Context: an optimization exercise on an open-source flow, tuned for small area, a short achievable clock period and few clock cycles per item. The choices shown serve that exercise and are no tape-out recipe.
At most, simulation tests tie the RTL to the original design; equivalence was not proved.
No activity file was given, so power comes from the tool's default toggle rates.

Design handle_registry_sorted_table, start of the top module:
module handle_registry_sorted_table #(
  parameter int unsigned CAPACITY    = 64,
  parameter int unsigned VALUE_WIDTH = 32
) (
  input  logic                clk_i,
  input  logic                rst_ni,
  input  logic                in_valid_i,
  output logic                in_stall_o,
  input  hrst_pkg::in_item_t  in_item_i,
  output logic                out_valid_o,
  input  logic                out_stall_i,
  output hrst_pkg::out_item_t out_item_o
);
  logic                       adv, exec, ins_block, ins_b_next, pend_full_next;
  logic [hrst_pkg::KEY_W-1:0] key_a, key_an;
  logic [1:0]                 op_b;
  logic [VALUE_WIDTH-1:0]     val_b;
  hrst_pkg::out_item_t        res;
  hrst_ctrl #(
    .VALUE_WIDTH (VALUE_WIDTH)
  ) u_ctrl (
    .clk_i       (clk_i),
    .rst_ni      (rst_ni),
    .in_valid_i  (in_valid_i),
    .in_stall_o  (in_stall_o),
    .in_item_i   (in_item_i),
    .adv_o       (adv),
    .exec_o      (exec),
    .ins_block_i (ins_block),
    .ins_b_next_o(ins_b_next),
    .pend_full_i (pend_full_next),
    .key_a_o     (key_a),
    .key_an_o    (key_an),
    .op_b_o      (op_b),
    .val_b_o     (val_b),
    .res_i       (res),
    .out_stall_i (out_stall_i),
    .out_valid_o (out_valid_o),
    .out_item_o  (out_item_o)
  );
  hrst_dpath #(
    .CAPACITY    (CAPACITY),
    .VALUE_WIDTH (VALUE_WIDTH)
  ) u_dpath (
    .clk_i  (clk_i),
    .rst_ni (rst_ni),
    .adv_i  (adv),
    .exec_i (exec),
    .ins_block_o (ins_block),
    .pend_full_next_o (pend_full_next),
    .key_a_i(key_a),
    .key_an_i(key_an),
    .op_b_i (op_b),
    .val_b_i(val_b),
    .res_o  (res)
  );
endmodule
Size: about 12000 cells after synthesis, about 4800 flip-flops, about 150000 um2 of cells after synthesis.
Settings: LEC_CHECK=0, CAP_MARGIN=30, CORE_MARGIN=2, CORE_UTILIZATION=40, SLEW_MARGIN=40, SYNTH_MEMORY_MAX_BITS=8192; clock period 10.0 ns.
standard.sh (not shown) runs the stock make flow with config.mk's settings and CLKGATE_MAP_FILE= SYNTH_SCRIPT=/design/flow/synth_recipe.tcl, a recipe that flattens the netlist after the stock synthesis.
==> flow/flow/run.sh <==
#!/bin/bash
# Layout: the standard flow (standard.sh), with the input and output ports buffered by
# sky130_fd_sc_hd__buf_4 instead of the cell buffer_ports picks by default (a delay buffer).
# The make output goes to flow_make.log here; ORFS's own logs stay under orfs/logs/.
set -euo pipefail
export BUFFER_PORTS_ARGS="-buffer_cell sky130_fd_sc_hd__buf_4"
bash standard.sh > flow_make.log 2>&1
The starting point finished with timing, DRC and antenna clean.
Edit:
==> flow/flow/run.sh (replaced) <==
#!/bin/bash
# Layout: the standard flow (standard.sh) with two changes to how it optimises:
#  - the input and output ports are buffered by sky130_fd_sc_hd__buf_4 instead of the cell
#    buffer_ports picks by default (a delay buffer);
#  - timing repair aims for setup slack SETUP_SLACK_MARGIN ns beyond the constraint, so that it
#    works on the paths that set the achieved period. The clock and the SDC are the standard flow's.
# The make output goes to flow_make.log here; ORFS's own logs stay under orfs/logs/.
set -euo pipefail
export BUFFER_PORTS_ARGS="-buffer_cell sky130_fd_sc_hd__buf_4"
export SETUP_SLACK_MARGIN=6.5
bash standard.sh > flow_make.log 2>&1
After rerunning: The changed run finished with timing, DRC and antenna clean. Setup slack improved by 0.21 ns. Non-clock buffer count is higher by 3. Combinational power is higher by 2.9%.
No run of this note included a check of the RTL's function; only the layout flow was run.

========
handle_registry_sorted_table, a different RTL version from the one above (not shown whole).
Size: ~12,000 cells after synthesis, roughly 4,800 flip-flops.
==> flow/config.mk <==
export PLATFORM = sky130hd
export DESIGN_NAME = handle_registry_sorted_table
export DESIGN_NICKNAME = handle_registry_sorted_table
export VERILOG_FILES = /design/flow/design.v
export SDC_FILE = /design/flow/constraint.sdc
export NUM_CORES = 4
export LEC_CHECK = 0
export CAP_MARGIN = 30
export CORE_MARGIN = 2
export CORE_UTILIZATION = 40
export CTS_CLUSTER_DIAMETER = 100
export CTS_CLUSTER_SIZE = 24
export SLEW_MARGIN = 40
export SYNTH_MEMORY_MAX_BITS = 8192
==> flow/constraint.sdc <==
create_clock -name core_clock -period 10.0 [get_ports {clk_i}]
set_input_delay 2.0000 -clock core_clock [delete_from_list [all_inputs] [get_ports {clk_i}]]
set_output_delay 2.0000 -clock core_clock [all_outputs]
set_load 0.01 [all_outputs]
==> flow/flow/run.sh <==
#!/bin/bash
# Layout: the standard flow (standard.sh) with two changes to how it optimises:
#  - the input and output ports are buffered by sky130_fd_sc_hd__buf_4 instead of the cell
#    buffer_ports picks by default (a delay buffer);
#  - timing repair aims for setup slack SETUP_SLACK_MARGIN ns beyond the constraint, so that it
#    works on the paths that set the achieved period. The clock and the SDC are the standard flow's.
# The make output goes to flow_make.log here; ORFS's own logs stay under orfs/logs/.
set -euo pipefail
export BUFFER_PORTS_ARGS="-buffer_cell sky130_fd_sc_hd__buf_4"
export SETUP_SLACK_MARGIN=6.5
bash standard.sh > flow_make.log 2>&1
The first run reached the layout checks and failed them: antenna rules.
Testbench counts at the start, summed over its fixed seeds: cycles 16,037, items 16,000.
Edit:
Settings changed: CAP_MARGIN 30 to 20, CORE_UTILIZATION 40 to 55, SLEW_MARGIN 40 to 20.
Effect: The changed run reached the layout checks and failed them: antenna rules; power shrinks by 0.64%; worst setup slack improved by 0.0064 ns; synthesized cell count stays the same; die area shrinks by 27%; sequential power stays flat.

========
Setup of P:
Another version of the RTL of handle_registry_sorted_table (not shown whole).
Size in the first run: roughly 11000 cells after synthesis, about 4800 flip-flops, roughly 150 I/O pins, about 0.15 mm^2 of cells after synthesis.
clock: 10.0 ns
lec_check: 0
cap_margin: 20
core_margin: 2
core_utilization: 50
cts_cluster_diameter: 100
cts_cluster_size: 28
slew_margin: 20
synth_memory_max_bits: 8192
==> flow/flow/run.sh <==
#!/bin/bash
# Layout: the standard flow (standard.sh) with these changes to how it optimises:
#  - the input and output ports are buffered by sky130_fd_sc_hd__buf_4 instead of the cell
#    buffer_ports picks by default (a delay buffer);
#  - timing repair aims for setup slack SETUP_SLACK_MARGIN ns beyond the constraint, so that it
#    works on the paths that set the achieved period. The clock and the SDC are the standard flow's;
#  - antenna repair gets more iterations after global routing, and after detailed routing
#    flow/post_drt.tcl repairs any antenna violation left and routes again;
#  - after global placement, flow/post_gpl.tcl moves each output port's buffer next to the
#    register that drives it, so the buffer drives the wire to the pin.
# The make output goes to flow_make.log here; ORFS's own logs stay under orfs/logs/.
set -euo pipefail
export BUFFER_PORTS_ARGS="-buffer_cell sky130_fd_sc_hd__buf_4"
export SETUP_SLACK_MARGIN=7.0
export MAX_REPAIR_ANTENNAS_ITER_GRT=10
export POST_DETAIL_ROUTE_TCL="$PWD/flow/post_drt.tcl"
export POST_GLOBAL_PLACE_TCL="$PWD/flow/post_gpl.tcl"
bash standard.sh > flow_make.log 2>&1
Other scripts of this flow, unchanged in this note and not shown: flow/flow/post_drt.tcl, flow/flow/post_gpl.tcl
P has completed all stages; timing, DRC and antenna checks passed.
Testbench counts of P, summed over its fixed seeds: cycles 16,175, items 16,000.
> inputs changed (P -> Q)
# P
export LEC_CHECK = 0
export CAP_MARGIN = 20
export CORE_MARGIN = 2
export CORE_UTILIZATION = 50
export CTS_CLUSTER_DIAMETER = 100
export CTS_CLUSTER_SIZE = 28
export SLEW_MARGIN = 20
export SYNTH_MEMORY_MAX_BITS = 8192
create_clock -name core_clock -period 10.0 [get_ports {clk_i}]
# Q
export LEC_CHECK = 0
export CAP_MARGIN = 20
export CORE_MARGIN = 2
export CORE_UTILIZATION = 50
export CTS_CLUSTER_DIAMETER = 100
export CTS_CLUSTER_SIZE = 24
export SLEW_MARGIN = 20
export SYNTH_MEMORY_MAX_BITS = 8192
create_clock -name core_clock -period 10.0 [get_ports {clk_i}]
diff --git a/flow/flow/run.sh b/flow/flow/run.sh
--- a/flow/flow/run.sh
+++ b/flow/flow/run.sh
@@ -14 +14 @@
-export SETUP_SLACK_MARGIN=7.0
+export SETUP_SLACK_MARGIN=6.5
Results
Per the comparison of Q with P, power after layout increased by 0.73% relative to the old numbers; clock period minus worst slack increased by 16 ps relative to the old numbers; depth of the worst hold-timing path closely matched the old numbers; clock skew after layout increased by 7.4 ps relative to the old numbers; mean number of vias per cell closely matched the old numbers. Area growth from synthesis to layout sits lower in Q than in P.

static timing again, ports no longer ideal:
In the flow no input, the clock included, has a driving cell. The finished layouts below were timed again as built, in two steps.
Step 1: set_driving_cell puts a clkbuf_16 on clk_i and a buf_2 on each other input, an assumption about the parent block.
Step 2, shift: input delay + t, output delay - t, t = (earliest + latest rising clock arrival at the registers) / 2. This alone moves slack from input paths to output paths.
Slacks: ideal ports / drivers / drivers and shift; pairs: ideal ports / drivers.
run	t (ns)	slack for setup (ns)	worst setup path after step 2
the first run of note 1	1.095	6.019 / 6.019 / 6.019	register to register
the second run of note 1	1.091	6.226 / 6.115 / 6.450	input to register
the first run of note 2	1.094	6.300 / 6.182 / 6.262	input to register
the second run of note 2	1.052	6.306 / 6.196 / 6.110	input, reset recovery
P	1.044	6.456 / 6.354 / 6.031	input to register
Q	1.050	6.440 / 6.336 / 5.605	input to register
The setup slack of Q, which loses most, moves by -0.104 ns with the drivers and by -0.835 ns with both steps. Setup slack includes reset recovery checks.
